Context: an optimization exercise on an open-source flow, tuned for small area. The choices shown serve that exercise and are no tape-out recipe.
Where RTL was checked, it was by simulation tests only, not by an equivalence proof against the original.
Power is estimated from default activity; no workload was simulated.

==> build 67: inputs <==
==> flow/design.v <==
module axis_lbus_seg_packer #(
  parameter int NSEG      = 4,
  parameter int SEG_BYTES = 16
) (
  input  logic                      clk,
  input  logic                      rst_n,
  input  logic [NSEG*128-1:0]       s_axis_tdata,
  input  logic [NSEG*SEG_BYTES-1:0] s_axis_tkeep,
  input  logic                      s_axis_tlast,
  input  logic                      s_axis_tvalid,
  output logic                      s_axis_tready,
  output logic [NSEG*128-1:0]       lbus_data,
  output logic [NSEG-1:0]           lbus_ena,
  output logic [NSEG-1:0]           lbus_sop,
  output logic [NSEG-1:0]           lbus_eop,
  output logic [NSEG-1:0]           lbus_err,
  output logic [NSEG*4-1:0]         lbus_mty,
  input  logic                      lbus_rdy
);
  localparam int PW = NSEG*128 + NSEG*4 + 2;   
  logic [NSEG-1:0]   cv_ena;
  logic [NSEG*4-1:0] cv_mty;
  logic              any_en, cv_err;
  logic tready_q, skid_v_q, in_pkt_q, bad_pkt_q, out_pkt_q;
  logic [PW-1:0] cv_pay, skid_q, out_q, m_pay;
  logic          out_eop_q, out_err_q;
  assign any_en = |s_axis_tkeep;
  always_comb begin : convert
    cv_ena = '0;
    cv_mty = '0;
    for (int s = 0; s < NSEG; s++) begin
      cv_ena[s] = |s_axis_tkeep[SEG_BYTES*s +: SEG_BYTES];
      for (int b = SEG_BYTES-1; b >= 0; b--) begin
        if (s_axis_tkeep[SEG_BYTES*s + b]) cv_mty[4*s +: 4] = 4'(b);
      end
    end
    if (!any_en) begin
      cv_ena[0]   = s_axis_tlast;
      cv_mty[3:0] = {4{s_axis_tlast}};
    end
  end
  logic viol;
  always_comb begin : keep_check
    logic below, above;
    logic [NSEG-1:0] en;
    viol  = 1'b0;
    below = 1'b0;
    for (int s = 0; s < NSEG; s++) en[s] = |s_axis_tkeep[SEG_BYTES*s +: SEG_BYTES];
    for (int s = 0; s < NSEG; s++) begin
      above = 1'b0;
      for (int t = 0; t < NSEG; t++) if (t > s) above = above | en[t];
      if (en[s]) begin
        if (|(s_axis_tkeep[SEG_BYTES*s +: SEG_BYTES-1] & ~s_axis_tkeep[SEG_BYTES*s+1 +: SEG_BYTES-1])) viol = 1'b1;
        if (!s_axis_tkeep[SEG_BYTES*s] && (above || !s_axis_tlast)) viol = 1'b1;
      end else begin
        if (below && above) viol = 1'b1;
        if (above && !below && in_pkt_q) viol = 1'b1;
        if (below && !above && !s_axis_tlast) viol = 1'b1;
      end
      below = below | en[s];
    end
  end
  assign cv_err = ~any_en | bad_pkt_q | viol;
  logic [NSEG-1:0] out_ena_q, skid_ena_q, m_ena;
  logic            out_v, adv, hold, push;
  logic            out_v2_q;   
  assign out_v = |out_ena_q;
  assign adv   = ~out_v | lbus_rdy;
  assign hold  = out_v2_q & ~lbus_rdy;
  assign push  = s_axis_tvalid & tready_q & (any_en | s_axis_tlast);
  assign m_ena = ({NSEG{s_axis_tvalid & tready_q}} & cv_ena) | ({NSEG{skid_v_q}} & skid_ena_q);
  always_ff @(posedge clk or negedge rst_n) begin
    if (!rst_n) begin
      out_ena_q <= '0;
      out_v2_q  <= 1'b0;
      skid_v_q  <= 1'b0;
      tready_q  <= 1'b0;
      in_pkt_q  <= 1'b0;
      bad_pkt_q <= 1'b0;
      out_pkt_q <= 1'b0;
    end else begin
      if (adv) out_ena_q <= m_ena;
      if (adv) out_v2_q  <= |m_ena;
      skid_v_q <= ~adv & (skid_v_q | push);
      tready_q <= ~(~adv & (skid_v_q | push));
      if (push) begin
        in_pkt_q  <= ~s_axis_tlast;
        bad_pkt_q <= ~s_axis_tlast & (bad_pkt_q | viol);
      end
      if (out_v & lbus_rdy) out_pkt_q <= ~out_eop_q;
    end
  end
  assign cv_pay = {cv_err, s_axis_tlast, cv_mty, s_axis_tdata};
  assign m_pay  = ({PW{tready_q}} & cv_pay) | ({PW{skid_v_q}} & skid_q);
  always_ff @(posedge clk) begin
    skid_ena_q <= m_ena;
    skid_q     <= m_pay;
    out_q      <= (m_pay & {PW{adv}}) | (out_q & {PW{hold}});
  end
  assign out_eop_q = out_q[PW-2];
  assign out_err_q = out_q[PW-1];
  logic [NSEG-1:0] lowest, highest;
  always_comb begin
    logic seen;
    seen = 1'b0;
    for (int s = 0; s < NSEG; s++) begin
      lowest[s] = out_ena_q[s] & ~seen;
      seen      = seen | out_ena_q[s];
    end
    seen = 1'b0;
    for (int s = NSEG-1; s >= 0; s--) begin
      highest[s] = out_ena_q[s] & ~seen;
      seen       = seen | out_ena_q[s];
    end
  end
  assign s_axis_tready = tready_q;
  assign lbus_data     = out_q[NSEG*128-1:0];
  assign lbus_mty      = out_q[NSEG*128 +: NSEG*4];
  assign lbus_ena      = out_ena_q;
  assign lbus_sop      = lowest & {NSEG{~out_pkt_q}};
  assign lbus_eop      = highest & {NSEG{out_eop_q}};
  assign lbus_err      = highest & {NSEG{out_eop_q & out_err_q}};
endmodule
==> flow/flow/run.sh <==
#!/bin/bash
# The standard layout (standard.sh) with these changes:
# - synthesis maps the combinational logic with flow/abc_logic.script (flow/my_synth.tcl);
#   the registers are the standard synthesis's;
# - port buffers are the smallest buffer cell;
# - buffers that ABC inserted are removed before placement (repair_design rebuilds what is needed);
# - the clock tree uses clustered clkbuf_8 leaves and no dummy loads.
set -euo pipefail
work=$(pwd)
sed "s#SYNTH_SCRIPT=[^ ]*#SYNTH_SCRIPT=$work/flow/my_synth.tcl#" standard.sh > my_standard.sh
grep -q "SYNTH_SCRIPT=$work/flow/my_synth.tcl" my_standard.sh
bash my_standard.sh "BUFFER_PORTS_ARGS=-buffer_cell sky130_fd_sc_hd__buf_1" REMOVE_ABC_BUFFERS=1 \
  "CTS_ARGS=-sink_clustering_enable -repair_clock_nets -sink_clustering_size 14 -sink_clustering_max_diameter 40 -buf_list sky130_fd_sc_hd__buf_6 -dont_use_dummy_load" \
  finish > run_standard.log 2>&1
==> flow/flow/abc_logic.script <==
strash
&get -n
&st
&synch2
&if -m -K 6
&mfs
&st
&dch -f
&nf -R 1000
&put
topo
==> flow/flow/my_synth.tcl <==
# The standard flow's synthesis (synth_recipe.tcl in the work folder), with one change: the ABC run that maps
# the combinational logic uses flow/abc_logic.script. Registers are mapped before ABC runs, so
# they are the same as in the standard synthesis.
set my_flow_dir [file dirname [file normalize [info script]]]
set my_abc_script [file join $my_flow_dir abc_logic.script]
proc abc {args} {
  set i [lsearch -exact $args -script]
  if { $i >= 0 } { lset args [expr { $i + 1 }] $::my_abc_script }
  yosys abc {*}$args
}
source [file join [file dirname $my_flow_dir] synth_recipe.tcl]
==> flow/standard.sh <==
#!/bin/bash
# synth_recipe.tcl (not shown) runs the flow's synth.tcl, then flattens the netlist and writes it again
# the make line also repeats each setting of config.mk as NAME=value (left out here)
make -C /OpenROAD-flow-scripts/flow DESIGN_CONFIG=/design/flow/config.mk WORK_HOME=/design/flow/orfs CLKGATE_MAP_FILE= SYNTH_SCRIPT=/design/flow/synth_recipe.tcl "${@:-finish}"
==> flow/config.mk <==
export PLATFORM = sky130hd
export DESIGN_NAME = axis_lbus_seg_packer
export DESIGN_NICKNAME = axis_lbus_seg_packer
export VERILOG_FILES = /design/flow/design.v
export SDC_FILE = /design/flow/constraint.sdc
export NUM_CORES = 4
export LEC_CHECK = 0
export ABC_AREA = 1
export CAP_MARGIN = 20
export CORE_AREA = 4 4 636 136
export DIE_AREA = 0 0 640 140
export PLACE_DENSITY = 0.75
export SLEW_MARGIN = 20
==> flow/constraint.sdc <==
create_clock -name core_clock -period 4.0 [get_ports {clk}]
set_input_delay 0.8000 -clock core_clock [delete_from_list [all_inputs] [get_ports {clk}]]
set_output_delay 0.8000 -clock core_clock [all_outputs]
set_load 0.01 [all_outputs]
==> build 15: changes against build 67 <==
--- a/flow/design.v
+++ b/flow/design.v
@@ -52,3 +52,4 @@
       if (en[s]) begin
-        if (|(s_axis_tkeep[SEG_BYTES*s +: SEG_BYTES-1] & ~s_axis_tkeep[SEG_BYTES*s+1 +: SEG_BYTES-1])) viol = 1'b1;
+        for (int b = 0; b < SEG_BYTES-1; b++)
+          if (s_axis_tkeep[SEG_BYTES*s + b] && !s_axis_tkeep[SEG_BYTES*s + b + 1]) viol = 1'b1;
         if (!s_axis_tkeep[SEG_BYTES*s] && (above || !s_axis_tlast)) viol = 1'b1;
==> flow/flow/run.sh (replaced) <==
#!/bin/bash
# Standard layout, with the port buffers made of the smallest buffer cell and a clock tree
# of small clustered buffers without dummy loads.
set -euo pipefail
bash standard.sh "BUFFER_PORTS_ARGS=-buffer_cell sky130_fd_sc_hd__buf_1" REMOVE_ABC_BUFFERS=1 \
  "CTS_ARGS=-sink_clustering_enable -repair_clock_nets -sink_clustering_size 20 -sink_clustering_max_diameter 50 -buf_list sky130_fd_sc_hd__clkbuf_8 -dont_use_dummy_load" \
  finish > run_standard.log 2>&1
Settings changed: CORE_AREA 4 4 636 136 to 4 4 386 386, DIE_AREA 0 0 640 140 to 0 0 390 390, PLACE_DENSITY 0.75 to unset.
removed: flow/flow/abc_logic.script
removed: flow/flow/my_synth.tcl
==> build 59: changes against build 67 <==
--- a/flow/design.v
+++ b/flow/design.v
@@ -52,3 +52,4 @@
       if (en[s]) begin
-        if (|(s_axis_tkeep[SEG_BYTES*s +: SEG_BYTES-1] & ~s_axis_tkeep[SEG_BYTES*s+1 +: SEG_BYTES-1])) viol = 1'b1;
+        for (int b = 0; b < SEG_BYTES-1; b++)
+          if (s_axis_tkeep[SEG_BYTES*s + b] && !s_axis_tkeep[SEG_BYTES*s + b + 1]) viol = 1'b1;
         if (!s_axis_tkeep[SEG_BYTES*s] && (above || !s_axis_tlast)) viol = 1'b1;
@@ -64,7 +65,5 @@
   logic [NSEG-1:0] out_ena_q, skid_ena_q, m_ena;
-  logic            out_v, adv, hold, push;
-  logic            out_v2_q;   
+  logic            out_v, adv, push;
   assign out_v = |out_ena_q;
   assign adv   = ~out_v | lbus_rdy;
-  assign hold  = out_v2_q & ~lbus_rdy;
   assign push  = s_axis_tvalid & tready_q & (any_en | s_axis_tlast);
@@ -74,3 +73,2 @@
       out_ena_q <= '0;
-      out_v2_q  <= 1'b0;
       skid_v_q  <= 1'b0;
@@ -82,3 +80,2 @@
       if (adv) out_ena_q <= m_ena;
-      if (adv) out_v2_q  <= |m_ena;
       skid_v_q <= ~adv & (skid_v_q | push);
@@ -97,3 +94,3 @@
     skid_q     <= m_pay;
-    out_q      <= (m_pay & {PW{adv}}) | (out_q & {PW{hold}});
+    if (adv) out_q <= m_pay;
   end
==> flow/run.sh (new file) <==
#!/bin/bash
# synth_recipe.tcl (not shown) runs the flow's synth.tcl, then flattens the netlist and writes it again
# the make line also repeats each setting of config.mk as NAME=value (left out here)
make -C /OpenROAD-flow-scripts/flow DESIGN_CONFIG=/design/flow/config.mk WORK_HOME=/design/flow/orfs CLKGATE_MAP_FILE= SYNTH_SCRIPT=/design/flow/synth_recipe.tcl finish
Settings changed: CORE_AREA 4 4 636 136 to 4 4 386 386, DIE_AREA 0 0 640 140 to 0 0 390 390, PLACE_DENSITY 0.75 to unset.
removed: flow/flow/run.sh
removed: flow/flow/abc_logic.script
removed: flow/flow/my_synth.tcl
removed: flow/standard.sh
==> summary.txt <==
- ClkCell Share: 2.46%
- Critical path arrival: 3570 ps
- Row cnt: 48
- RePlAce Congestion: 0.999
- GRT Util Overall: 28.3%
- Starting Density: 38.9%
- Register-to-Register Path Depth: 5
- VDD IR max: 0.313 mV
- Worst setup path startpoint: s_axis_tkeep[27]
- Most frequent cells in the layout: 1,125 x buf_1, 1,064 x dfxtp_1, 1,048 x a22o_1
- Status: timing/DRC/antenna clean
- R2R Path End: out_q[142]$_DFF_P_
- Fill cells: 7,719
- Top cell type's share of synthesized area: 66.4%
- CP startpoint kind: primary input
- Comb. pwr: 5750 uW
-- figures above: build 67

==> summary.txt <==
- Status: timing/DRC/antenna clean
- Comb. pwr: 7790 uW
- Most frequent cells in the layout: 1,125 x clkdlybuf4s50_1, 534 x dfxtp_1, 530 x edfxtp_1
- RePlAce Congestion: 0.867
- VDD IR max: 0.421 mV
- Starting Density: 23.2%
- Top cell type's share of synthesized area: 47.4%
- Fill cells: 13,800
- Met2 WL: 66,200 um
- ClkCell Share: 7.97%
- CP startpoint kind: register
- GRT Util Overall: 16.3%
- Row cnt: 139
-- figures above: build 59

==> summary.txt <==
- Status: timing/DRC/antenna clean
- Most frequent cells in the layout: 1,125 x buf_1, 1,064 x dfxtp_1, 1,035 x a22o_1
- Row cnt: 139
- Fill cells: 15,100
- GRT Util Overall: 15.3%
- Final Hold Fails: 0
- CTS Buffer Depth: 3
- Top cell type's share of synthesized area: 63.6%
- VDD IR max: 0.397 mV
- Comb. pwr: 6560 uW
- ClkCell Share: 3.63%
- Register-to-Register Path Depth: 7
- CP startpoint kind: register
- R2R Path End: out_q[89]$_DFF_P_
- RePlAce Congestion: 0.898
-- figures above: build 15

The RTL of build 59 was laid out without a check of its function.

==> what the ideal ports hide <==
No port has a modelled driver above. Below, the same layouts with a new extraction and two added sets of constraints. Step 1 assumes that a clkbuf_16 drives the clock port and a buf_2 every other input. Step 2 times the ports against the registers' clock, not the clock port: input delays grow and output delays shrink by t, the midpoint of the rising clock arrivals with the driver on. Three values: ideal, step 1, step 2; two values: the first two.
run	t (ns)	setup slack, ns	clock arrival spread, ns
build 67	0.693	1.009 / 0.985 / 0.292	0.066 / 0.066
build 15	0.843	1.178 / 1.102 / 1.170	0.167 / 0.167
build 59	0.775	0.845 / 0.765 / 0.904	0.077 / 0.078
After both steps every run listed still meets setup and hold. For build 67, which loses most, drivers alone change the setup slack by -0.024 ns; drivers and shift together by -0.717 ns.
